This is an optimization exercise on Yosys and OpenROAD, whose aim is small area, not a production implementation. Function was checked by simulation only, so behaviour that the tests miss may differ from the original. No activity file was given, so power comes from the tool's default toggle rates.

==> flow/standard.sh <==
#!/bin/bash
# synth_recipe.tcl (not shown) runs the flow's synth.tcl, then flattens the netlist and writes it again
# the make line also repeats each setting of config.mk as NAME=value (left out here)
make -C /OpenROAD-flow-scripts/flow DESIGN_CONFIG=/design/flow/config.mk WORK_HOME=/design/flow/orfs CLKGATE_MAP_FILE= SYNTH_SCRIPT=/design/flow/synth_recipe.tcl "${@:-finish}"
==> flow/flow/synth_amap.tcl <==
# The standard flow's synthesis script (synth_recipe.tcl, sourced unchanged) with one change:
# ABC maps for area with amap (flow/abc_area_amap.script) in place of ORFS's
# area script, which also buffers and upsizes gates.
set ::amap_script [file join [file dirname [file normalize [info script]]] abc_area_amap.script]
proc abc {args} {
  set i [lsearch -exact $args -script]
  if {$i >= 0} { lset args [expr {$i + 1}] $::amap_script }
  yosys abc {*}$args
}
source [file join [file dirname [file dirname [file normalize [info script]]]] synth_recipe.tcl]
==> flow/design.v <==
package gaps_pkg;
  localparam int LIST_N = 43;
  typedef enum logic [4:0] {
    S_RCLR, S_IDLE, S_CLR1, S_CLR2, S_GCHK, S_NB, S_APPW, S_APP, S_LSW, S_LS, S_UPD,
    S_NXT, S_POPW, S_SCAN, S_REMW, S_REM, S_TR, S_OUT, S_EMW, S_FAIL
  } state_t;
endpackage
module gaps_ctrl (
  input  logic       clk,
  input  logic       rst_n,
  input  logic       in_valid,
  output logic       in_ready,
  input  logic       in_func,
  input  logic [2:0] in_cell_row,
  input  logic [2:0] in_cell_col,
  input  logic       in_blocked,
  input  logic [2:0] in_start_row,
  input  logic [2:0] in_start_col,
  input  logic [2:0] in_goal_row,
  input  logic [2:0] in_goal_col,
  output logic       out_valid,
  input  logic       out_ready,
  output logic [2:0] out_path_row,
  output logic [2:0] out_path_col,
  output logic       out_found,
  output logic       out_last,
  input  logic [2:0] cs_head,
  output logic       cs_we,
  output logic [2:0] cs_wd,
  input  logic [6:0] ls_head,
  output logic       ls_we,
  output logic [6:0] ls_wd
);
  localparam logic [5:0] SEQ_63 = 6'd32;
  localparam logic [5:0] SEQ_42 = 6'd29;
  function automatic logic [5:0] seq_next(logic [5:0] v);
    seq_next = {v[4:0], v[5] ^ v[4] ^ (v[4:0] == 5'd0)};
  endfunction
  function automatic logic [5:0] seq_prev(logic [5:0] v);
    seq_prev = {v[0] ^ v[5] ^ (v[5:1] == 5'd0), v[5:1]};
  endfunction
  gaps_pkg::state_t state_r;
  logic [5:0] ph_r, lp_r, count_r, cur_r, goal_r;
  logic [1:0] d_r;
  logic [6:0] last_r;
  logic       fb_r, flow_r;
  logic [1:0] dsel;
  logic [5:0] nb;
  logic       nb_off;
  logic       toward;
  logic [5:0] tgt;
  logic       ph_hit;
  logic       lp_wrap;
  logic [5:0] lp_inc;
  logic       lp_end;
  logic       count_zero;
  logic       cs_seen, cs_start;
  logic [5:0] ls_cell;
  logic       ls_f;
  logic       at_goal;
  logic       nb_skip;
  logic       ls_hit;
  logic       upd;
  logic       take;
  assign cs_seen = cs_head[2];
  assign cs_start = !cs_head[2] && cs_head[1];
  assign ls_cell = ls_head[6:1];
  assign ls_f    = ls_head[0];
  assign dsel = (state_r == gaps_pkg::S_TR) ? cs_head[1:0] : d_r;
  always_comb begin
    nb     = cur_r;
    nb_off = 1'b0;
    toward = 1'b0;
    case (dsel)
      2'd0: begin
        nb_off = cur_r[2:0] == 3'd7;
        nb     = {cur_r[5:3], 3'(cur_r[2:0] + 3'd1)};
        toward = goal_r[2:0] > cur_r[2:0];
      end
      2'd1: begin
        nb_off = cur_r[5:3] == 3'd7;
        nb     = {3'(cur_r[5:3] + 3'd1), cur_r[2:0]};
        toward = goal_r[5:3] > cur_r[5:3];
      end
      2'd2: begin
        nb_off = cur_r[2:0] == 3'd0;
        nb     = {cur_r[5:3], 3'(cur_r[2:0] - 3'd1)};
        toward = goal_r[2:0] < cur_r[2:0];
      end
      default: begin
        nb_off = cur_r[5:3] == 3'd0;
        nb     = {3'(cur_r[5:3] - 3'd1), cur_r[2:0]};
        toward = goal_r[5:3] < cur_r[5:3];
      end
    endcase
  end
  always_comb begin
    case (state_r)
      gaps_pkg::S_IDLE:              tgt = {in_cell_row, in_cell_col};
      gaps_pkg::S_NB, gaps_pkg::S_UPD: tgt = nb;
      default:                       tgt = cur_r;
    endcase
  end
  assign ph_hit  = ph_r == tgt;
  assign lp_wrap = lp_r == SEQ_42;
  assign lp_inc  = seq_next(lp_r);
  assign lp_end  = lp_inc == count_r;
  assign count_zero = count_r == '0;
  assign at_goal = cur_r == goal_r;
  assign nb_skip = !cs_head[2] && (cs_head[1] || cs_head[0]);
  assign ls_hit  = ls_cell == nb;
  assign upd     = ls_f != fb_r;
  assign take    = !flow_r || (ls_f == fb_r);
  always_ff @(posedge clk) begin
    ph_r <= seq_next(ph_r);
    lp_r <= lp_wrap ? 6'd0 : lp_inc;
    if (!rst_n) begin
      state_r <= gaps_pkg::S_RCLR;
      ph_r    <= '0;
      lp_r    <= '0;
    end else begin
      case (state_r)
        gaps_pkg::S_RCLR: if (ph_r == SEQ_63) state_r <= gaps_pkg::S_IDLE;
        gaps_pkg::S_IDLE: begin
          if (in_valid && in_func) begin
            goal_r  <= {in_goal_row, in_goal_col};
            cur_r   <= {in_start_row, in_start_col};
            count_r <= '0;
            d_r     <= '0;
            fb_r    <= 1'b0;
            state_r <= gaps_pkg::S_GCHK;
          end
        end
        gaps_pkg::S_CLR1: if (ph_r == SEQ_63) state_r <= gaps_pkg::S_CLR2;
        gaps_pkg::S_CLR2: if (ph_r == SEQ_63) state_r <= gaps_pkg::S_IDLE;
        gaps_pkg::S_GCHK: if (ph_hit) state_r <= at_goal ? gaps_pkg::S_TR : gaps_pkg::S_NB;
        gaps_pkg::S_NB: begin
          if (nb_off) begin
            state_r <= gaps_pkg::S_NXT;
          end else if (ph_hit) begin
            if (nb_skip)      state_r <= gaps_pkg::S_NXT;
            else if (cs_seen) state_r <= toward ? gaps_pkg::S_LSW : gaps_pkg::S_NXT;
            else              state_r <= gaps_pkg::S_APPW;
          end
        end
        gaps_pkg::S_APPW: if (lp_end || (count_zero && lp_wrap)) state_r <= gaps_pkg::S_APP;
        gaps_pkg::S_APP: begin
          count_r <= seq_next(count_r);
          state_r <= gaps_pkg::S_NXT;
        end
        gaps_pkg::S_LSW: begin
          if (count_zero)     state_r <= gaps_pkg::S_NXT;
          else if (lp_wrap)   state_r <= gaps_pkg::S_LS;
        end
        gaps_pkg::S_LS: begin
          if (ls_hit)         state_r <= upd ? gaps_pkg::S_UPD : gaps_pkg::S_NXT;
          else if (lp_end)    state_r <= gaps_pkg::S_NXT;
        end
        gaps_pkg::S_UPD: if (ph_hit) state_r <= gaps_pkg::S_NXT;
        gaps_pkg::S_NXT: begin
          d_r <= 2'(d_r + 2'd1);
          if (d_r != 2'd3) begin
            state_r <= gaps_pkg::S_NB;
          end else if (count_zero) begin
            state_r <= gaps_pkg::S_FAIL;
          end else begin
            state_r <= gaps_pkg::S_POPW;
          end
        end
        gaps_pkg::S_POPW: begin
          flow_r <= 1'b0;
          if (lp_wrap) state_r <= gaps_pkg::S_SCAN;
        end
        gaps_pkg::S_SCAN: begin
          flow_r <= flow_r || (ls_f == fb_r);
          if (lp_end) begin
            last_r  <= ls_head;
            state_r <= gaps_pkg::S_REMW;
          end
        end
        gaps_pkg::S_REMW: if (lp_wrap) state_r <= gaps_pkg::S_REM;
        gaps_pkg::S_REM: begin
          if (take) begin
            cur_r   <= ls_cell;
            count_r <= seq_prev(count_r);
            fb_r    <= fb_r ^ !flow_r;
            state_r <= gaps_pkg::S_GCHK;
          end
        end
        gaps_pkg::S_TR: begin
          if (ph_hit) begin
            if (cs_start) begin
              state_r <= gaps_pkg::S_OUT;
            end else begin
              d_r   <= cs_head[1:0] ^ 2'd2;
              cur_r <= nb;
            end
          end
        end
        gaps_pkg::S_OUT: begin
          if (out_ready) begin
            if (out_last) begin
              state_r <= gaps_pkg::S_CLR1;
            end else begin
              cur_r   <= nb;
              state_r <= gaps_pkg::S_EMW;
            end
          end
        end
        gaps_pkg::S_FAIL: if (out_ready) state_r <= gaps_pkg::S_CLR1;
        gaps_pkg::S_EMW: begin
          if (ph_hit) begin
            d_r     <= cs_head[1:0] ^ 2'd2;
            state_r <= gaps_pkg::S_OUT;
          end
        end
        default: state_r <= gaps_pkg::S_RCLR;
      endcase
    end
  end
  always_comb begin
    cs_we = 1'b0;
    cs_wd = '0;
    case (state_r)
      gaps_pkg::S_RCLR: cs_we = 1'b1;
      gaps_pkg::S_IDLE: begin
        cs_we = in_valid && !in_func && ph_hit;
        cs_wd = {2'b00, in_blocked};
      end
      gaps_pkg::S_GCHK: begin
        cs_we = ph_hit && !cs_head[2];
        cs_wd = {2'b01, cs_head[0]};
      end
      gaps_pkg::S_CLR1, gaps_pkg::S_CLR2: begin
        cs_we = 1'b1;
        cs_wd = {2'b00, !cs_head[2] && cs_head[0]};
      end
      gaps_pkg::S_NB: begin
        cs_we = ph_hit && !nb_off && !nb_skip && !cs_seen;
        cs_wd = {1'b1, d_r ^ 2'd2};
      end
      gaps_pkg::S_UPD: begin
        cs_we = ph_hit;
        cs_wd = {1'b1, d_r ^ 2'd2};
      end
      gaps_pkg::S_TR: begin
        cs_we = ph_hit && !cs_start;
        cs_wd = {1'b1, d_r ^ 2'd2};
      end
      default: cs_we = 1'b0;
    endcase
  end
  always_comb begin
    ls_we = 1'b0;
    ls_wd = {nb, fb_r};
    case (state_r)
      gaps_pkg::S_APP: begin
        ls_we = 1'b1;
        ls_wd = {nb, fb_r ^ !toward};
      end
      gaps_pkg::S_LS:  ls_we = ls_hit && upd;
      gaps_pkg::S_REM: begin
        ls_we = take;
        ls_wd = last_r;
      end
      default: ls_we = 1'b0;
    endcase
  end
  assign in_ready     = (state_r == gaps_pkg::S_IDLE) && (in_func || ph_hit);
  assign out_valid    = (state_r == gaps_pkg::S_OUT) || (state_r == gaps_pkg::S_FAIL);
  assign out_found    = state_r != gaps_pkg::S_FAIL;
  assign out_path_row = out_found ? cur_r[5:3] : 3'd0;
  assign out_path_col = out_found ? cur_r[2:0] : 3'd0;
  assign out_last     = !out_found || at_goal;
endmodule
module gaps_dp #(
  parameter int W = 3,
  parameter int N = 64
) (
  input  logic         clk,
  input  logic         we,
  input  logic [W-1:0] wd,
  output logic [W-1:0] head
);
  logic [N*W-1:0] ring_r;
  always_ff @(posedge clk) begin
    ring_r <= {(we ? wd : ring_r[W-1:0]), ring_r[N*W-1:W]};
  end
  assign head = ring_r[W-1:0];
endmodule
module grid_astar_path_search_unit #(
  parameter int GRID_SIDE = 8
) (
  input  logic       clk,
  input  logic       rst_n,
  input  logic       in_valid,
  output logic       in_ready,
  input  logic       in_func,
  input  logic [2:0] in_cell_row,
  input  logic [2:0] in_cell_col,
  input  logic       in_blocked,
  input  logic [2:0] in_start_row,
  input  logic [2:0] in_start_col,
  input  logic [2:0] in_goal_row,
  input  logic [2:0] in_goal_col,
  output logic       out_valid,
  input  logic       out_ready,
  output logic [2:0] out_path_row,
  output logic [2:0] out_path_col,
  output logic       out_found,
  output logic       out_last
);
  logic [2:0] cs_head, cs_wd;
  logic       cs_we;
  logic [6:0] ls_head, ls_wd;
  logic       ls_we;
  gaps_ctrl u_ctrl (
    .clk          (clk),
    .rst_n        (rst_n),
    .in_valid     (in_valid),
    .in_ready     (in_ready),
    .in_func      (in_func),
    .in_cell_row  (in_cell_row),
    .in_cell_col  (in_cell_col),
    .in_blocked   (in_blocked),
    .in_start_row (in_start_row),
    .in_start_col (in_start_col),
    .in_goal_row  (in_goal_row),
    .in_goal_col  (in_goal_col),
    .out_valid    (out_valid),
    .out_ready    (out_ready),
    .out_path_row (out_path_row),
    .out_path_col (out_path_col),
    .out_found    (out_found),
    .out_last     (out_last),
    .cs_head      (cs_head),
    .cs_we        (cs_we),
    .cs_wd        (cs_wd),
    .ls_head      (ls_head),
    .ls_we        (ls_we),
    .ls_wd        (ls_wd)
  );
  gaps_dp #(.W(3), .N(GRID_SIDE * GRID_SIDE)) u_cells (
    .clk  (clk),
    .we   (cs_we),
    .wd   (cs_wd),
    .head (cs_head)
  );
  gaps_dp #(.W(7), .N(gaps_pkg::LIST_N)) u_open (
    .clk  (clk),
    .we   (ls_we),
    .wd   (ls_wd),
    .head (ls_head)
  );
endmodule
==> flow/flow/run.sh <==
#!/bin/bash
# The standard layout (standard.sh) with three changes:
# - synthesis runs synth_recipe.tcl unchanged except that ABC maps with an
#   area-oriented script (flow/synth_amap.tcl, flow/abc_area_amap.script);
# - the port buffers use the smallest buffer cell;
# - clock tree synthesis builds clkbuf_8 sink clusters without dummy loads.
set -euo pipefail
HERE=$(cd "$(dirname "$0")" && pwd)
export BUFFER_PORTS_ARGS="-buffer_cell sky130_fd_sc_hd__buf_1"
export CTS_ARGS="-sink_clustering_enable -repair_clock_nets -dont_use_dummy_load -buf_list sky130_fd_sc_hd__clkbuf_8 -sink_clustering_size 20 -sink_clustering_max_diameter 50"
bash standard.sh finish SYNTH_SCRIPT="$HERE/synth_amap.tcl" > flow.log 2>&1
==> flow/constraint.sdc <==
create_clock -name core_clock -period 8.0 [get_ports {clk}]
set_input_delay 1.6000 -clock core_clock [delete_from_list [all_inputs] [get_ports {clk}]]
set_output_delay 1.6000 -clock core_clock [all_outputs]
set_load 0.01 [all_outputs]
==> flow/flow/abc_area_amap.script <==
strash
ifraig
dc2
strash
dch -f
amap
==> flow/config.mk <==
export PLATFORM = sky130hd
export DESIGN_NAME = grid_astar_path_search_unit
export DESIGN_NICKNAME = grid_astar_path_search_unit
export VERILOG_FILES = /design/flow/design.v
export SDC_FILE = /design/flow/constraint.sdc
export NUM_CORES = 4
export LEC_CHECK = 0
export ABC_AREA = 1
export ABC_CLOCK_PERIOD_IN_PS = 8000
export CAP_MARGIN = 20
export CORE_MARGIN = 2
export CORE_UTILIZATION = 60
export SLEW_MARGIN = 20
==> results of run 1 <==
[cells in the mapped netlist (3+ instances only)]
| master | instances |
|---|---|
| ha_1 | 10 |
| a22oi_1 | 6 |
| nand3_1 | 11 |
| nor4_1 | 5 |
| or3_1 | 7 |
| a2111oi_0 | 6 |
| a41oi_1 | 3 |
| nor3_1 | 9 |
| clkinv_1 | 68 |
| o22ai_1 | 31 |
| o221ai_1 | 4 |
| o21ai_0 | 25 |
| a31oi_1 | 6 |
| nor2b_1 | 6 |
| nand2_1 | 18 |
| dfxtp_1 | 510 |
| nor2_1 | 70 |
| a21oi_1 | 13 |
| edfxtp_1 | 29 |
| a222oi_1 | 8 |
| or2_0 | 3 |
[registers in the layout (all words and copies together) (netlist names), 2 cells and up]
name / cells
u_cells.ring_r: 192
u_ctrl.state_r: 5
u_ctrl.goal_r: 6
u_ctrl.d_r: 2
u_ctrl.ph_r: 6
u_ctrl.last_r: 7
u_open.ring_r: 301
u_ctrl.lp_r: 6
u_ctrl.cur_r: 6
u_ctrl.count_r: 6
[worst paths after layout]
| kind | start | endpoint | cells past startpoint |
|---|---|---|---|
| max | u_ctrl.state_r[2]$_SDFFE_PN0P_ | in_ready | 19 |
| max reg2reg | u_ctrl.state_r[2]$_SDFFE_PN0P_ | u_cells.ring_r[189]$_DFF_P_ | 21 |
| min reg2reg | u_cells.ring_r[189]$_DFF_P_ | u_cells.ring_r[186]$_DFF_P_ | 0 |
| min | u_cells.ring_r[189]$_DFF_P_ | u_cells.ring_r[186]$_DFF_P_ | 0 |
[where the power goes]
group | internal, W | total (W) | switching [W]
sequential | 0.00317 | 0.00331 | 0.000139
combinational | 0.000151 | 0.000441 | 0.000290
clock | 0.000407 | 0.00112 | 0.000716
total | 0.00372 | 0.00487 | 0.00114
[layer usage]
layer / vias to the layer above / wire length, um / GRT usage (%)
met2: 158 / 9990 / 32.5
li1: 3101 / - / -
met4: 0 / 637 / 6.96
met5: - / 0 / 0
met3: 58 / 1000 / 3.40
met1: 2921 / 9950 / 26.9
[logic make-up (layout without fill, tap and decap cells)]
group | count (synthesis) | after routing | share of synthesized area (%)
flip-flops | 539 | 539 | 85.4
XOR/XNOR | 2 | 2 | 0.135
AO/OA/AOI/OAI | 123 | 123 | 6.44
adder cells (fa/ha/maj) | 12 | 12 | 1.27
AND/OR/NAND/NOR | 138 | 138 | 4.82
buffers and inverters | 68 | 141 | 1.97
[final cells by class]
class                           count  area share, %
Sequential cell                   539           79.2
Multi-Input combinational cell    275           11.8
Clock buffer                       36           3.54
Tap cell                          275           2.46
Inverter                           68           1.83
Timing Repair Buffer               37           1.10
[per-stage QoR]
stage          cells  utilization, %  power [W]  hold slack [ps]
6_report        1230            66.1    0.00487              255
5_1_grt         1230            66.1    0.00508              228
2_1_floorplan    882               -    0.00360              310
4_1_cts         1230            66.1    0.00491              235
3_5_place_dp    1194            63.7    0.00380              312
3_3_place_gp    1194            63.7    0.00379              311
[worst max-delay path, delay by kind of cell, from the launching register on]
| kind | cells | cell delay, ps |
|---|---|---|
| fa+ha+maj | 1 | 420 |
| flops | 1 | 380 |
| simple gates | 7 | 1380 |
| compound gates | 5 | 1650 |
| buf+inv | 6 | 1390 |
[timing repair]
item,in CTS,in global routing
endpoints found under the setup margin,0,1
gates resized for setup,0,1
hold endpoints to repair,0,0
==> qor.csv, run 1 <==
metric;value;unit
ys async rst share;0;%
Synth cell types;43;
DRT Wirelength;21600;um
GRT Residual Overflow;0;
CTS tree;yes;
number of buffers created by CTS;36;
Leakage;5.38;nW
CP Launch Type;flop;
post-synthesis cell area;0.0130;mm^2
Area contributors post-synth;dfxtp_1 (79%), edfxtp_1 (6.7%), nor2_1 (2.0%);
area of the multi-input gates;0.00166;mm^2
prevailing post-synth register cell;dfxtp_1;
Initial Util;61.4;%
Final Slew Violations;0;
number of synthesized flops with an enable pin;29;
largest net degree at the start of global routing;27;
status;timing/DRC/antenna clean;
final number of setup-violating endpoints;0;
CP cell instances;clkinv_1 -> nand3_1 -> nor2_1 -> clkinv_1 -> nor2_1 -> clkinv_1 -> o22ai_2 -> clkinv_1 -> nor2_1 -> fa_1 -> o22ai_1 -> a222oi_1 -> a2111oi_0 -> o211ai_1 -> nor3_1 -> buf_4 -> nor2_1 -> nor2_1 -> buf_1;
DR WL/cell;17.5;um
endpoints failing hold;0;
Vias;6238;
leading cell type in the layout, fill and taps excluded;dfxtp_1;
flops & latches, synth;539;
CP Max Fanout;12;
die height;151;um
worst rel slew slack;45.7;%
Final WS setup;628;ps
pre-CTS setup slack;1010;ps
synth warn;3;
Max VDD drop;0.231;mV
dominant cell type by area after synthesis;dfxtp_1;
Cell Rows;53;
Syn Nets;918;
diode count;0;
minimum clock period;7370;ps
drt drc;0;
clock transition at the registers of the reported paths;100;ps
top cell type's share of synthesized area;78.7;%
P&R area growth vs syn;7.75;%
Clock Sinks;539;
Syn Inst Count;882;
cell area after layout;0.0140;mm^2
Syn Area/Cell;14.7;um^2
CTS Buffer Depth;3;
gpl congestion;0.862;
H-Tree Depth;2;
Crit path largest cell delay;500;ps
DIE WIDTH;151;um
CTS Hold Bufs;0;
Final period util;92.1;%
critical path class;flop to output port;
Max Cap Viol;0;
Initial DRT Pass Iterations;5;
clock skew;80.3;ps
PortBufs;33;
Antenna Nets Post-Route;0;
share of cells above drive strength 1;4.40;%
die area;0.0228;mm^2
crit path capture type;output port;
Fill cells;1430;
f_max;136;MHz
Ports;34;
latest clock arrival within the worst-skew pair;550;ps
most frequent cells in the layout;dfxtp_1 (510), nor2_1 (70), clkinv_1 (68);
Placed Area;0.0135;mm^2
vias in the first global route;6344;
total setup buffers inserted after CTS;0;
Seq. cell area;0.0111;mm^2
gr usage total;19.8;%
initial DRC count;490;
critical path's slowest cell;a2111oi_0;
clock root buffer master;clkbuf_8;
setup TNS;0;ps
Seq/Total Area, Yosys;85.4;%
DP HPWL;14400;um
reg-to-reg slack, setup;1950;ps
core area;0.0212;mm^2
Via density;5.07;
Hold Path Class;flop to flop;
WP data required;6400;ps
RSZ-0062 raised after global routing;false;
first-pass GRT wire length;34300;um
Critical Path Most Common Cell;nor2_1;
Least-Margin Pin Slew;811;ps
critical path arrival;5770;ps
pwr dens;348;mW/mm^2
initial antenna violation count;0;
Final #Nets;993;
==> run 2: changes to the inputs <==
--- a/flow/design.v
+++ b/flow/design.v
@@ -2,7 +2,7 @@
   localparam int LIST_N = 43;
   typedef enum logic [4:0] {
     S_RCLR, S_IDLE, S_CLR1, S_CLR2, S_GCHK, S_NB, S_APPW, S_APP, S_LSW, S_LS, S_UPD,
-    S_NXT, S_POPW, S_SCAN, S_REMW, S_REM, S_TR, S_OUT, S_EMW, S_FAIL
+    S_NXT, S_POPW, S_REMW, S_REM, S_TR, S_OUT, S_EMW, S_FAIL
   } state_t;
 endpackage
 module gaps_ctrl (
@@ -43,7 +43,7 @@
   logic [5:0] ph_r, lp_r, count_r, cur_r, goal_r;
   logic [1:0] d_r;
   logic [6:0] last_r;
-  logic       fb_r, flow_r;
+  logic       fb_r;
   logic [1:0] dsel;
   logic [5:0] nb;
   logic       nb_off;
@@ -110,7 +110,7 @@
   assign nb_skip = !cs_head[2] && (cs_head[1] || cs_head[0]);
   assign ls_hit  = ls_cell == nb;
   assign upd     = ls_f != fb_r;
-  assign take    = !flow_r || (ls_f == fb_r);
+  assign take    = ls_f == fb_r;
   always_ff @(posedge clk) begin
     ph_r <= seq_next(ph_r);
     lp_r <= lp_wrap ? 6'd0 : lp_inc;
@@ -168,11 +168,6 @@
           end
         end
         gaps_pkg::S_POPW: begin
-          flow_r <= 1'b0;
-          if (lp_wrap) state_r <= gaps_pkg::S_SCAN;
-        end
-        gaps_pkg::S_SCAN: begin
-          flow_r <= flow_r || (ls_f == fb_r);
           if (lp_end) begin
             last_r  <= ls_head;
             state_r <= gaps_pkg::S_REMW;
@@ -183,8 +178,10 @@
           if (take) begin
             cur_r   <= ls_cell;
             count_r <= seq_prev(count_r);
-            fb_r    <= fb_r ^ !flow_r;
             state_r <= gaps_pkg::S_GCHK;
+          end else if (lp_end) begin
+            fb_r    <= !fb_r;
+            state_r <= gaps_pkg::S_REMW;
           end
         end
         gaps_pkg::S_TR: begin
==> run 2 against run 1 <==
Maximum frequency is 2.6% lower. Non-clock buffer count is 1 higher. Clock skew is 3.4 ps lower. Synthesized cell count is 1.1% higher. Global-route usage is 0.10 points lower. Total power is 0.52% higher. Hold slack better by 2.1 ps. Critical path depth is 2 lower. Final area hardly changed. Final cell count is 0.98% higher. Clock power hardly changed. Sequential share of layout area is 0.26 points lower. Largest cell class unchanged. Highest routed layer unchanged.
==> qor.csv, run 2 <==
metric;value;unit;change
Syn Area/Cell;14.5;um^2;-1.2%
largest net degree at the start of global routing;29;;+7.4%
post-CTS sizing;0;;unchanged
status;timing/DRC/antenna clean;;
prevailing post-synth register cell;dfxtp_1;;
DRT Wirelength;21700;um;+0.38%
Final WS setup;430;ps;-198 ps
CP Max Fanout;11;;-1
CP Launch Type;flop;;
Synth cell types;35;;-19%
Max Cap Viol;0;;unchanged
biggest regs;u_open.ring_r (301), u_cells.ring_r (192), u_ctrl.last_r (7);;
Initial DRT Pass Iterations;7;;+2
post-synthesis compound-gate area fraction;6.16;%;-0.28 points
most frequent cells in the layout;dfxtp_1 (510), clkinv_1 (72), nor2_1 (68);;
Clock Sinks;538;;-0.19%
PortBufs;33;;unchanged
post-synthesis cell area;0.0130;mm^2;about the same
first-pass GRT wire length;34300;um;about the same
Synth Area in XOR/XNOR;0;%;-0.13 points
diode count;0;;unchanged
dominant cell type by area after synthesis;dfxtp_1;;
final number of setup-violating endpoints;0;;unchanged
ys async rst share;0;%;unchanged
number of synthesized flops with an enable pin;28;;-3.4%
WP data required;6400;ps;about the same
critical path arrival;5970;ps;+200 ps
Seq/Total Area, Yosys;85.2;%;-0.17 points
main combinational cell family by area after synthesis;compound AO/OA/AOI/OAI gates;;
DP HPWL;14700;um;+2.3%
latest clock arrival within the worst-skew pair;550;ps;about the same
Final Slew Violations;0;;unchanged
gr usage total;19.7;%;-0.10 points
initial DRC count;386;;-21%
clock root buffer master;clkbuf_8;;
total setup buffers inserted after CTS;0;;unchanged
pwr dens;350;mW/mm^2;+0.46%
Initial Util;61.5;%;+0.15 points
cell area after layout;0.0140;mm^2;about the same
DR WL/cell;17.4;um;-0.59%
Least-Margin Pin Slew;1060;ps;+248 ps
H-Tree Depth;2;;unchanged
cell with the most instances after synthesis;dfxtp_1;;
endpoints failing hold;0;;unchanged
vias in the first global route;6401;;+0.90%
Area contributors post-synth;dfxtp_1 (79%), edfxtp_1 (6.5%), clkinv_1 (2.1%);;
register name with the most flops;u_open.ring_r;;
f_max;132;MHz;-2.6%
RSZ-0062 raised after global routing;false;;
pre-CTS setup slack;1110;ps;+91.7 ps
setup TNS;0;ps;unchanged
Syn Nets;928;;+1.1%
max reg flops;301;;unchanged
minimum clock period;7570;ps;+198 ps
crit path capture type;output port;;
leading cell type in the layout, fill and taps excluded;dfxtp_1;;
CTS tree;yes;;
Max VDD drop;0.194;mV;-16%
CTS Buffer Depth;3;;unchanged
Post-synth top cells;dfxtp_1 (510), clkinv_1 (72), nor2_1 (68);;
die height;151;um;about the same
Antenna Nets Post-Route;0;;unchanged
Hold Path Class;flop to flop;;
initial antenna violation count;0;;unchanged
DIE WIDTH;151;um;about the same
Post-Synth Adder-Cell Area;1.27;%;about the same
share of cells above drive strength 1;4.45;%;+0.049 points
clock transition at the registers of the reported paths;100;ps;about the same
gpl congestion;0.903;;+4.7%
critical path class;flop to output port;;
Placed Area;0.0135;mm^2;about the same
worst rel slew slack;28.8;%;-17 points
Final #Nets;1005;;+1.2%
P&R area growth vs syn;7.89;%;
core area;0.0211;mm^2;-0.31%
top cell type's share of synthesized area;78.7;%;about the same
Via density;5.11;;+0.72%
synth warn;3;;unchanged
Syn Inst Count;892;;+1.1%
Vias;6344;;+1.7%
GRT Residual Overflow;0;;unchanged
Leakage;5.41;nW;+0.57%
Ports;34;;unchanged
CTS Hold Bufs;0;;unchanged
drt drc;0;;unchanged
die area;0.0228;mm^2;about the same
flops & latches, synth;538;;-0.19%
WHS;258;ps;+2.05 ps
Final period util;94.6;%;+2.5 points
Cell Rows;53;;unchanged
multiplexer share of the synthesized area;0;%;unchanged
number of buffers created by CTS;37;;+2.8%
clock skew;76.8;ps;-3.42 ps
Synth Area in Simple Gates;5.29;%;+0.47 points
==> run 2: cell count changes after synthesis, sizes merged, moves of 3 or more <==
cell    previous run  this run
clkinv            68        72
nand2             18        22
nand3             11        14
nor3               9        20
o21a               1         4
or4                2         5
==> run 2: final timing paths <==
kind / from / endpoint / slack, ps / cells past startpoint
hold / removal: u_cells.ring_r[24]$_DFF_P_ / u_cells.ring_r[21]$_DFF_P_ / 260 / 0
setup / recovery: u_ctrl.state_r[1]$_SDFFE_PN0P_ / in_ready / 430 / 17
hold reg to reg: u_cells.ring_r[24]$_DFF_P_ / u_cells.ring_r[21]$_DFF_P_ / 260 / 0
setup reg to reg: u_ctrl.state_r[1]$_SDFFE_PN0P_ / u_ctrl.cur_r[2]$_DFFE_PP_ / 1740 / 18
==> run 2: metal layers <==
layer | share of wire, % | vias up | GRT usage [%]
li1 | - | 3129 | -
met2 | 46 | 188 | 31.9
met4 | 2.1 | 0 | 5.61
met3 | 4.8 | 37 | 3.37
met1 | 47 | 2990 | 27.7
met5 | 0 | - | 0
==> run 2: through the flow <==
| step | std cells | utilization (%) | power, W |
|---|---|---|---|
| after floorplan | 892 | - | 0.00360 |
| after global placement | 1205 | 63.9 | 0.00381 |
| after detailed placement | 1205 | 63.9 | 0.00382 |
| after CTS | 1242 | 66.4 | 0.00495 |
| after global routing | 1242 | 66.4 | 0.00512 |
| final | 1242 | 66.4 | 0.00490 |
==> run 2: layout make-up <==
cell class | count | area [um^2]
sequential | 538 | 11100
tap | 275 | 344
inverter | 72 | 270
multi-input combinational | 282 | 1660
clock buffer | 37 | 509
fill | 1473 | 7090
timing repair buffer | 38 | 161
==> run 2: logic make-up after synthesis <==
family / after synthesis
simple gates: 151
fa+ha+maj: 12
compound gates: 119
flops: 538
buf+inv: 72
==> run 2: report_power, final <==
group / leakage [nW] / internal (W) / total (W) / switching [W]
registers: 4.43 / 0.00315 / 0.00329 / 0.000135
clock network: 0.266 / 0.000418 / 0.00113 / 0.000717
logic: 0.713 / 0.000164 / 0.000474 / 0.000310
total: 5.41 / 0.00373 / 0.00490 / 0.00116
==> run 2: critical path, stage by stage, from the launching register on <==
cell and delay (ps):
dfxtp_1 490, nand2_1 140, nor2_1 540, clkinv_1 270
o22ai_1 440, clkinv_1 390, nor2_1 240, fa_1 420
o22ai_1 300, clkinv_1 190, a222oi_1 430, o21ai_0 120
or4_1 420, a2111oi_1 530, buf_4 250, nor2_1 40
nor2_1 80, buf_1 160
==> run 3: changes to the inputs <==
--- a/flow/config.mk
+++ b/flow/config.mk
@@ -9,5 +9,6 @@
 export ABC_CLOCK_PERIOD_IN_PS = 8000
 export CAP_MARGIN = 20
 export CORE_MARGIN = 2
-export CORE_UTILIZATION = 60
+export CORE_UTILIZATION = 65
+export PLACE_DENSITY = 0.8
 export SLEW_MARGIN = 20
==> run 3 against run 2 <==
Area after synthesis stayed put. Register-to-register slack better by 330 ps. Still clean on timing, DRC and antenna. Clock-buffer cell count shrank 2. Clock power is essentially flat. Largest cell class unchanged. Global-route usage decreased by 0.69 points. Final cell count fell by 0.97%. Maximum frequency is 4.1% higher. Critical endpoint unchanged. Worst setup slack improved by 300 ps. Sequential share of layout area is 0.23 points higher.
==> qor.csv, run 3 <==
metric;value;unit;change
status;timing/DRC/antenna clean;;
synth warn;3;;unchanged
Hold Path Class;flop to flop;;
RSZ-0062 raised after global routing;false;;
Max VDD drop;0.208;mV;+7.1%
DRT Wirelength;19700;um;-8.9%
worst rel slew slack;33.9;%;+5.0 points
cell with the most instances after synthesis;dfxtp_1;;
final number of setup-violating endpoints;0;;unchanged
latest clock arrival within the worst-skew pair;550;ps;about the same
gpl congestion;0.911;;+0.91%
clock transition at the registers of the reported paths;100;ps;about the same
Syn Nets;928;;unchanged
crit path capture type;output port;;
P&R area growth vs syn;7.58;%;
Antenna Nets Post-Route;0;;unchanged
PortBufs;33;;unchanged
number of buffers created by CTS;35;;-5.4%
Final Slew Violations;0;;unchanged
area of the multi-input gates;0.00166;mm^2;+0.30%
Layout Cells excl Fill;1230;;-0.97%
Ports;34;;unchanged
top cell type's share of synthesized area;78.7;%;unchanged
Via density;5.09;;-0.44%
Cell Rows;51;;-3.8%
Seq. cell area;0.0111;mm^2;unchanged
vias in the first global route;6237;;-2.6%
f_max;138;MHz;+4.1%
Leakage;5.39;nW;-0.33%
CTS Hold Bufs;0;;unchanged
register name with the most flops;u_open.ring_r;;
CTS Buffer Depth;3;;unchanged
most frequent cells in the layout;dfxtp_1 (510), clkinv_1 (72), nor2_1 (68);;
max reg flops;301;;unchanged
critical path class;flop to output port;;
initial DRC count;448;;+16%
Syn Inst Count;892;;unchanged
Final period util;90.9;%;-3.7 points
drt drc;0;;unchanged
Seq/Total Area, Yosys;85.2;%;unchanged
die area;0.0211;mm^2;-7.5%
ys async rst share;0;%;unchanged
DP HPWL;13000;um;-12%
Vias;6255;;-1.4%
number of synthesized flops with an enable pin;28;;unchanged
DIE WIDTH;145;um;-3.8%
clock skew;61.7;ps;-15.2 ps
Initial DRT Pass Iterations;5;;-2
dominant cell type by area after synthesis;dfxtp_1;;
post-CTS sizing;0;;unchanged
share of cells above drive strength 1;4.25;%;-0.19 points
biggest regs;u_open.ring_r (301), u_cells.ring_r (192), u_ctrl.last_r (7);;
endpoints failing hold;0;;unchanged
Synth cell types;35;;unchanged
Initial Util;66.4;%;+4.9 points
CTS tree;yes;;
Placed Cells;1194;;-0.91%
Fill cells;1254;;-15%
die height;145;um;-3.8%
pwr dens;348;mW/mm^2;-0.40%
Area contributors post-synth;dfxtp_1 (79%), edfxtp_1 (6.5%), clkinv_1 (2.1%);;
CP Launch Type;flop;;
setup TNS;0;ps;unchanged
Post-synth top cells;dfxtp_1 (510), clkinv_1 (72), nor2_1 (68);;
DR WL/cell;16.0;um;-8.1%
CP Max Fanout;11;;unchanged
flops & latches, synth;538;;unchanged
gr usage total;19.0;%;-0.69 points
initial antenna violation count;1;;+1
Syn Area/Cell;14.5;um^2;unchanged
H-Tree Depth;2;;unchanged
post-synthesis cell area;0.0130;mm^2;unchanged
first-pass GRT wire length;31900;um;-6.8%
total setup buffers inserted after CTS;0;;unchanged
minimum clock period;7270;ps;-297 ps
Final #Nets;1002;;-0.30%
leading cell type in the layout, fill and taps excluded;dfxtp_1;;
prevailing post-synth register cell;dfxtp_1;;
clock root buffer master;clkbuf_8;;
critical path arrival;5670;ps;-300 ps
largest net degree at the start of global routing;29;;unchanged
WP data required;6400;ps;about the same
Max Cap Viol;0;;unchanged
Least-Margin Pin Slew;984;ps;-74.8 ps
Clock Sinks;538;;unchanged
GRT Residual Overflow;0;;unchanged
core area;0.0195;mm^2;-7.4%
## run 3: final timing paths
check                                      start                    endpoint  slack [ps]  depth (start not counted)
setup / recovery  u_ctrl.state_r[0]$_SDFFE_PN0P_                    in_ready         730                         17
hold / removal        u_open.ring_r[183]$_DFF_P_  u_open.ring_r[176]$_DFF_P_         250                          0
setup reg to reg  u_ctrl.state_r[0]$_SDFFE_PN0P_   u_ctrl.cur_r[3]$_DFFE_PP_        2070                         18
hold reg to reg       u_open.ring_r[183]$_DFF_P_  u_open.ring_r[176]$_DFF_P_         250                          0
## run 3: final cells by class
cell class | instances | area share (%)
timing repair buffer | 37 | 1.10
inverter | 72 | 1.94
sequential | 538 | 79.2
clock buffer | 35 | 3.45
multi-input combinational | 282 | 11.9
tap | 265 | 2.38
antenna | 1 | 0.0179
## run 3: worst max-delay path, cell delays in order (launching register included)
cell and delay (ps):
dfxtp_1 490, nand2_1 140, nor2_1 510, clkinv_1 270, o22ai_1 440, clkinv_1 390, nor2_1 250, fa_1 430
o22ai_1 260, clkinv_1 180, a222oi_1 390, o21ai_0 120, or4_1 410, a2111oi_1 360, buf_4 220, nor2_1 50
nor2_1 80, buf_1 160
## run 3: where the power goes
group | total (W) | switching, W | internal, W | leakage [nW]
logic | 0.000464 | 0.000301 | 0.000163 | 0.710
clock network | 0.00111 | 0.000710 | 0.000396 | 0.252
registers | 0.00329 | 0.000140 | 0.00315 | 4.43
total | 0.00486 | 0.00115 | 0.00371 | 5.39
## run 3: cells by family (layout without fill, tap and decap cells)
| logic type | count (synthesis) | count (layout) | synth area share, % |
|---|---|---|---|
| other | 0 | 1 | 0 |
| adder cells (fa/ha/maj) | 12 | 12 | 1.27 |
| AO/OA/AOI/OAI | 119 | 119 | 6.16 |
| flip-flops | 538 | 538 | 85.2 |
| buffers and inverters | 72 | 144 | 2.08 |
| AND/OR/NAND/NOR | 151 | 151 | 5.29 |
## run 3: routing by layer
layer  track usage [%]  vias to the layer above  wire, um
li1                  -                     3122         -
met5                 0                        -         0
met4              10.0                        0       915
met2              27.6                      190      8320
met1              27.2                     2879      9260
met3              3.93                       64      1230
## run 3: metrics by stage
step           utilization [%]  worst slack (ps)  power (W)  area (um^2)  hold WS, ps
2_1_floorplan                -              1850    0.00360        13000          310
3_3_place_gp              69.0              1600    0.00379        13500          310
3_5_place_dp              69.0              1350    0.00380        13500          312
4_1_cts                   71.4               754    0.00490        13900          252
5_1_grt                   71.5               220    0.00508        14000          254
6_report                  71.5               727    0.00486        14000          254
==> run 4: changes to the inputs <==
--- a/flow/config.mk
+++ b/flow/config.mk
@@ -10,5 +10,4 @@
 export CAP_MARGIN = 20
 export CORE_MARGIN = 2
 export CORE_UTILIZATION = 65
-export PLACE_DENSITY = 0.8
 export SLEW_MARGIN = 20
==> run 4 against run 3 <==
First-iteration DRC count increased by 12%. Clock skew rose by 13 ps. Global-route usage rose by 3.4 points. Critical endpoint unchanged. Worst setup slack got worse by 150 ps. Critical path depth up 1. Critical path type unchanged. Die area is the same. Total power is 0.98% higher. Area after synthesis stayed put. Still clean on timing, DRC and antenna. Final cell count is essentially flat.
==> qor.csv, run 4 <==
metric;value;unit;change
reg-to-reg slack, setup;1930;ps;-140 ps
hold path cells;0;;unchanged
status;timing/DRC/antenna clean;;
Final Util;71.5;%;about the same
Ports;34;;unchanged
setup TNS;0;ps;unchanged
diode count;0;;-1
register name with the most flops;u_open.ring_r;;
Max VDD drop;0.242;mV;+16%
largest net degree at the start of global routing;29;;unchanged
post-CTS sizing;0;;unchanged
Final period util;92.8;%;+1.9 points
busiest grt layer;met2;;
clock skew;74.3;ps;+12.7 ps
post-synthesis cell area;0.0130;mm^2;unchanged
met2 GRT Util;37.5;%;+9.9 points
worst rel slew slack;27.5;%;-6.3 points
vias in the first global route;6698;;+7.4%
Least-Margin Pin Slew;1080;ps;+94.9 ps
share of cells above drive strength 1;4.24;%;-0.0088 points
number of buffers created by CTS;35;;unchanged
critical path arrival;5820;ps;+150 ps
ys async rst share;0;%;unchanged
Area contributors post-synth;dfxtp_1 (79%), edfxtp_1 (6.5%), clkinv_1 (2.1%);;
CP Max Fanout;11;;unchanged
R2R cell count;19;;+1
total setup buffers inserted after CTS;0;;unchanged
minimum clock period;7420;ps;+149 ps
crit path capture type;output port;;
DIE WIDTH;145;um;unchanged
WHS Endpoint;u_open.ring_r[280]$_DFF_P_;;
Reg-to-Reg End;u_ctrl.cur_r[3]$_DFFE_PP_;;
dominant cell type by area after synthesis;dfxtp_1;;
DRT Wirelength;23100;um;+17%
Syn Area/Cell;14.5;um^2;unchanged
most frequent cells in the layout;dfxtp_1 (510), clkinv_1 (72), nor2_1 (68);;
first-pass GRT wire length;36800;um;+15%
gpl congestion;0.875;;-4.0%
biggest regs;u_open.ring_r (301), u_cells.ring_r (192), u_ctrl.last_r (7);;
core area;0.0195;mm^2;unchanged
DR WL/cell;18.8;um;+17%
gr usage total;22.4;%;+3.4 points
Post-synth top cells;dfxtp_1 (510), clkinv_1 (72), nor2_1 (68);;
Max Cap Viol;0;;unchanged
endpoints failing hold;0;;unchanged
Clock Sinks;538;;unchanged
Syn Inst Count;892;;unchanged
critical path class;flop to output port;;
number of synthesized flops with an enable pin;28;;unchanged
DP HPWL;15800;um;+22%
Cell Rows;51;;unchanged
initial antenna violation count;0;;-1
WHS;301;ps;+47.6 ps
H-Tree Depth;2;;unchanged
die height;145;um;unchanged
P&R area growth vs syn;7.59;%;about the same
GR Util met1;28.9;%;+1.7 points
drt drc;0;;unchanged
f_max;135;MHz;-2.0%
die area;0.0211;mm^2;unchanged
Worst R2R Start;u_ctrl.state_r[4]$_SDFFE_PN0P_;;
WP data required;6400;ps;about the same
max reg flops;301;;unchanged
Leakage;5.40;nW;+0.16%
latest clock arrival within the worst-skew pair;560;ps;about the same
cell with the most instances after synthesis;dfxtp_1;;
GRT Residual Overflow;0;;unchanged
flops & latches, synth;538;;unchanged
pwr dens;352;mW/mm^2;+0.97%
Final Slew Violations;0;;unchanged
met3 Use GR;4.50;%;+0.57 points
CTS tree;yes;;
CP Launch Type;flop;;
Vias;6491;;+3.8%
clock transition at the registers of the reported paths;110;ps;about the same
Initial Util;66.4;%;unchanged
Seq/Total Area, Yosys;85.2;%;unchanged
clock root buffer master;clkbuf_8;;
Initial DRT Pass Iterations;6;;+1
synth warn;3;;unchanged
CTS Hold Bufs;0;;unchanged
Hold Startpoint;u_open.ring_r[287]$_DFF_P_;;
leading cell type in the layout, fill and taps excluded;dfxtp_1;;
Antenna Nets Post-Route;0;;unchanged
CTS Buffer Depth;3;;unchanged
prevailing post-synth register cell;dfxtp_1;;
PortBufs;33;;unchanged
Via density;5.27;;+3.7%
final number of setup-violating endpoints;0;;unchanged
Syn Nets;928;;unchanged
RSZ-0062 raised after global routing;false;;
Hold Path Class;flop to flop;;
Synth cell types;35;;unchanged
initial DRC count;503;;+12%
top cell type's share of synthesized area;78.7;%;unchanged
Final #Nets;1004;;+0.20%
CP Launch Point;u_ctrl.state_r[4]$_SDFFE_PN0P_;;
run 4: final cells by class:
cell class | instances | area, um^2
Clock buffer | 35 | 482
Fill cell | 1219 | 5570
Inverter | 72 | 270
Multi-Input combinational cell | 282 | 1650
Sequential cell | 538 | 11100
Tap cell | 265 | 332
Timing Repair Buffer | 39 | 169
run 4: how the worst max path moves through the flow:
stage,end,cells past startpoint,slack (ps)
global route,in_ready,17,80
global placement,in_ready,17,1220
CTS,in_ready,18,590
detailed placement,in_ready,17,1180
finish,in_ready,18,580
floorplan,in_ready,15,1850
run 4: cells by family (layout without fill, tap and decap cells):
group                    after synthesis  after routing  synth area share (%)
AO/OA/AOI/OAI                        119            119                  6.16
adder cells (fa/ha/maj)               12             12                  1.27
buffers and inverters                 72            146                  2.08
flip-flops                           538            538                  85.2
AND/OR/NAND/NOR                      151            151                  5.29
run 4: critical path: stages (launching register included):
cell and delay (ps):
dfxtp_1 370, clkinv_1 100, nand3_1 130, nor2_1 540
clkinv_1 260, o22ai_1 440, clkinv_1 390, nor2_1 240
fa_1 420, o22ai_1 250, clkinv_1 170, a222oi_1 410
o21ai_0 100, or4_1 440, a2111oi_1 390, buf_4 220
nor2_1 40, nor2_1 170, buf_1 180
run 4: power by group:
group | internal [W] | switching [W]
combinational | 0.000164 | 0.000324
clock | 0.000397 | 0.000716
sequential | 0.00315 | 0.000157
total | 0.00371 | 0.00120
run 4: through the flow:
step / total power (W) / area (um^2) / setup slack, ps / std cells
6_report: 0.00491 / 14000 / 579 / 1231
3_5_place_dp: 0.00384 / 13500 / 1180 / 1196
4_1_cts: 0.00493 / 14000 / 592 / 1231
3_3_place_gp: 0.00380 / 13500 / 1220 / 1196
5_1_grt: 0.00510 / 14000 / 84.0 / 1231
2_1_floorplan: 0.00360 / 13000 / 1850 / 892
run 4: per-layer routing:
| layer | part of all wire, % | up-vias |
|---|---|---|
| met5 | 0 | - |
| met4 | 3.1 | 0 |
| met3 | 6.0 | 57 |
| met2 | 48 | 236 |
| met1 | 42 | 3079 |
| li1 | - | 3119 |
==> run 5: changes to the inputs <==
--- a/flow/flow/run.sh
+++ b/flow/flow/run.sh
@@ -7,5 +7,5 @@
 set -euo pipefail
 HERE=$(cd "$(dirname "$0")" && pwd)
 export BUFFER_PORTS_ARGS="-buffer_cell sky130_fd_sc_hd__buf_1"
-export CTS_ARGS="-sink_clustering_enable -repair_clock_nets -dont_use_dummy_load -buf_list sky130_fd_sc_hd__clkbuf_8 -sink_clustering_size 20 -sink_clustering_max_diameter 50"
+export CTS_ARGS="-sink_clustering_enable -repair_clock_nets -dont_use_dummy_load -buf_list sky130_fd_sc_hd__clkbuf_8 -sink_clustering_size 22 -sink_clustering_max_diameter 45"
 bash standard.sh finish SYNTH_SCRIPT="$HERE/synth_amap.tcl" > flow.log 2>&1
==> run 5 against run 4 <==
Non-clock buffer count unchanged. Via count rose by 0.60%. Clock power is essentially flat. Utilization stayed put. Wire length fell by 0.18%. Flip-flop and latch count did not move. Critical endpoint unchanged. Highest routed layer unchanged.
==> qor.csv, run 5 <==
metric;value;unit;change
status;timing/DRC/antenna clean;;
CP Max Fanout;11;;unchanged
WHS;303;ps;+1.38 ps
critical path arrival;5860;ps;+40 ps
diode count;0;;unchanged
Post-synth top cells;dfxtp_1 (510), clkinv_1 (72), nor2_1 (68);;
dominant cell type by area after synthesis;dfxtp_1;;
top cell type's share of synthesized area;78.7;%;unchanged
PortBufs;33;;unchanged
Pint;0.00371;W;about the same
Final period util;93.2;%;+0.47 points
Synth cell types;35;;unchanged
Initial DRT Pass Iterations;6;;unchanged
H-Tree Depth;2;;unchanged
prevailing post-synth register cell;dfxtp_1;;
leading cell type in the layout, fill and taps excluded;dfxtp_1;;
Syn Nets;928;;unchanged
endpoints failing hold;0;;unchanged
core area;0.0195;mm^2;unchanged
hold path cells;0;;unchanged
die area;0.0211;mm^2;unchanged
DP HPWL;15800;um;unchanged
biggest regs;u_open.ring_r (301), u_cells.ring_r (192), u_ctrl.last_r (7);;
Final #Nets;1004;;unchanged
number of synthesized flops with an enable pin;28;;unchanged
Leakage;5.40;nW;unchanged
P&R area growth vs syn;7.59;%;unchanged
initial DRC count;541;;+7.6%
flops & latches, synth;538;;unchanged
Layout Cells excl Fill;1231;;unchanged
initial antenna violation count;0;;unchanged
DRT Wirelength;23100;um;-0.18%
Final Slew Violations;0;;unchanged
Initial Util;66.4;%;unchanged
Comb power frac;9.9;%;about the same
WHS Endpoint;u_cells.ring_r[183]$_DFF_P_;;
Syn Inst Count;892;;unchanged
register name with the most flops;u_open.ring_r;;
Ports;34;;unchanged
Seq/Total Area, Yosys;85.2;%;unchanged
largest net degree at the start of global routing;29;;unchanged
DIE WIDTH;145;um;unchanged
WP data required;6400;ps;about the same
Hold Startpoint;u_cells.ring_r[186]$_DFF_P_;;
R2R cell count;19;;unchanged
drt drc;0;;unchanged
number of buffers created by CTS;35;;unchanged
total setup buffers inserted after CTS;0;;unchanged
Max Cap Viol;0;;unchanged
clock skew;70.4;ps;-3.94 ps
minimum clock period;7460;ps;+37.6 ps
vias in the first global route;6722;;+0.36%
CP Launch Point;u_ctrl.state_r[4]$_SDFFE_PN0P_;;
clock power share;22.6;%;about the same
Area contributors post-synth;dfxtp_1 (79%), edfxtp_1 (6.5%), clkinv_1 (2.1%);;
pre-CTS setup slack;1180;ps;unchanged
CP Launch Type;flop;;
final number of setup-violating endpoints;0;;unchanged
CTS Hold Bufs;0;;unchanged
gpl congestion;0.875;;unchanged
Syn Area/Cell;14.5;um^2;unchanged
ys async rst share;0;%;unchanged
most frequent cells in the layout;dfxtp_1 (510), clkinv_1 (72), nor2_1 (68);;
share of cells above drive strength 1;4.24;%;unchanged
Antenna Nets Post-Route;0;;unchanged
Via density;5.30;;+0.60%
latest clock arrival within the worst-skew pair;560;ps;about the same
CTS tree;yes;;
Cell Rows;51;;unchanged
first-pass GRT wire length;36900;um;+0.24%
P_sw;0.00119;W;-0.24%
Least-Margin Pin Slew;1050;ps;-28.3 ps
CTS Buffer Depth;3;;unchanged
Fill cells;1210;;-0.74%
RSZ-0062 raised after global routing;false;;
Vias;6530;;+0.60%
critical path class;flop to output port;;
pwr dens;352;mW/mm^2;about the same
clock root buffer master;clkbuf_8;;
Clock Sinks;538;;unchanged
cell with the most instances after synthesis;dfxtp_1;;
Worst R2R Start;u_ctrl.state_r[4]$_SDFFE_PN0P_;;
crit path capture type;output port;;
gr usage total;22.6;%;+0.15 points
Placed Cells;1196;;unchanged
GRT Residual Overflow;0;;unchanged
max reg flops;301;;unchanged
worst rel slew slack;29.4;%;+1.9 points
synth warn;3;;unchanged
die height;145;um;unchanged
post-CTS sizing;0;;unchanged
Switching Share;24.3;%;-0.045 points
setup TNS;0;ps;unchanged
clock transition at the registers of the reported paths;110;ps;about the same
Hold Path Class;flop to flop;;
DR WL/cell;18.7;um;-0.18%
post-synthesis cell area;0.0130;mm^2;unchanged
Final WS setup;541;ps;-37.6 ps
reg-to-reg slack, setup;1880;ps;-50 ps
f_max;134;MHz;-0.50%
power share of the sequential group;67.4;%;about the same
Total Power;0.00491;W;about the same
Reg-to-Reg End;u_ctrl.cur_r[1]$_DFFE_PP_;;
Max VDD drop;0.222;mV;-8.1%
==> run 5: logic make-up (layout without fill, tap and decap cells) <==
| kind of cell | after synthesis | after routing | share of synthesized area [%] |
|---|---|---|---|
| flops | 538 | 538 | 85.2 |
| simple gates | 151 | 151 | 5.29 |
| compound gates | 119 | 119 | 6.16 |
| buf+inv | 72 | 146 | 2.08 |
| fa+ha+maj | 12 | 12 | 1.27 |
==> run 5: layout make-up <==
cell class	count	area [um^2]	share of cell area, %
inverter	72	270	1.94
timing repair buffer	39	169	1.21
tap	265	332	2.38
sequential	538	11100	79.2
clock buffer	35	482	3.45
multi-input combinational	282	1650	11.8
==> run 5: how the worst max path moves through the flow <==
stage and end:
5_1_grt in_ready, 4_1_cts in_ready, 6_report in_ready, 3_3_place_gp in_ready, 2_1_floorplan in_ready, 3_5_place_dp in_ready
==> run 5: per-stage QoR <==
stage               area [um^2]  utilization [%]
floorplan                 13000                -
detailed placement        13500             69.0
global placement          13500             69.0
global route              14000             71.5
finish                    14000             71.5
CTS                       14000             71.5
==> run 5: power by group through the flow <==
stage	Sequential [W]	Combinational, W	Clock (W)
5_1_grt	0.00335	0.000529	0.00123
4_1_cts	0.00332	0.000476	0.00114
3_5_place_dp	0.00337	0.000474	0
2_1_floorplan	0.00328	0.000314	0
3_3_place_gp	0.00333	0.000470	0
6_report	0.00331	0.000488	0.00111
==> run 5: critical path: stages, from the launching register on <==
cell and delay (ps):
dfxtp_1 380, clkinv_1 100, nand3_1 130, nor2_1 540
clkinv_1 270, o22ai_1 440, clkinv_1 390, nor2_1 240
fa_1 420, o22ai_1 260, clkinv_1 160, a222oi_1 430
o21ai_0 120, or4_1 440, a2111oi_1 400, buf_4 220
nor2_1 40, nor2_1 180, buf_1 180
==> run 5: routing by layer <==
layer  vias up  track usage [%]  routed length (um)
met5         -                0                   0
met4         0             8.38                 719
met3        58             4.03                1330
met2       252             37.9               11300
met1      3099             29.6                9730
li1       3121                -                   -

-- port drivers added, routing unchanged --
Ports are ideal in the flow. The routed layouts listed here were re-timed in OpenROAD. Step 1 sets driving cells, clkbuf_16 on the clock port and buf_2 on the other inputs (assumed; they add their load-dependent delay and slew). Step 2 adds t to the input delays and takes it off the output delays; t is the mean of the earliest and latest rising clock arrival at the registers after step 1. Input paths then give back, and output paths get back, about the clock's delay inside the block. Slacks: no drivers / after step 1 / after step 2; pairs: no drivers / after step 1.
run	shift t [ns]	setup WS [ns]	hold WS [ns]
run 1	0.553	0.628 / 0.590 / 1.144	0.255 / 0.255 / 0.255
run 2	0.551	0.430 / 0.387 / 0.939	0.258 / 0.258 / 0.258
run 3	0.563	0.727 / 0.687 / 1.250	0.254 / 0.254 / 0.254
run 4	0.566	0.579 / 0.535 / 1.101	0.301 / 0.301 / 0.301
run 5	0.566	0.541 / 0.501 / 1.066	0.303 / 0.303 / 0.303
After both steps setup and hold are still met in every run listed.
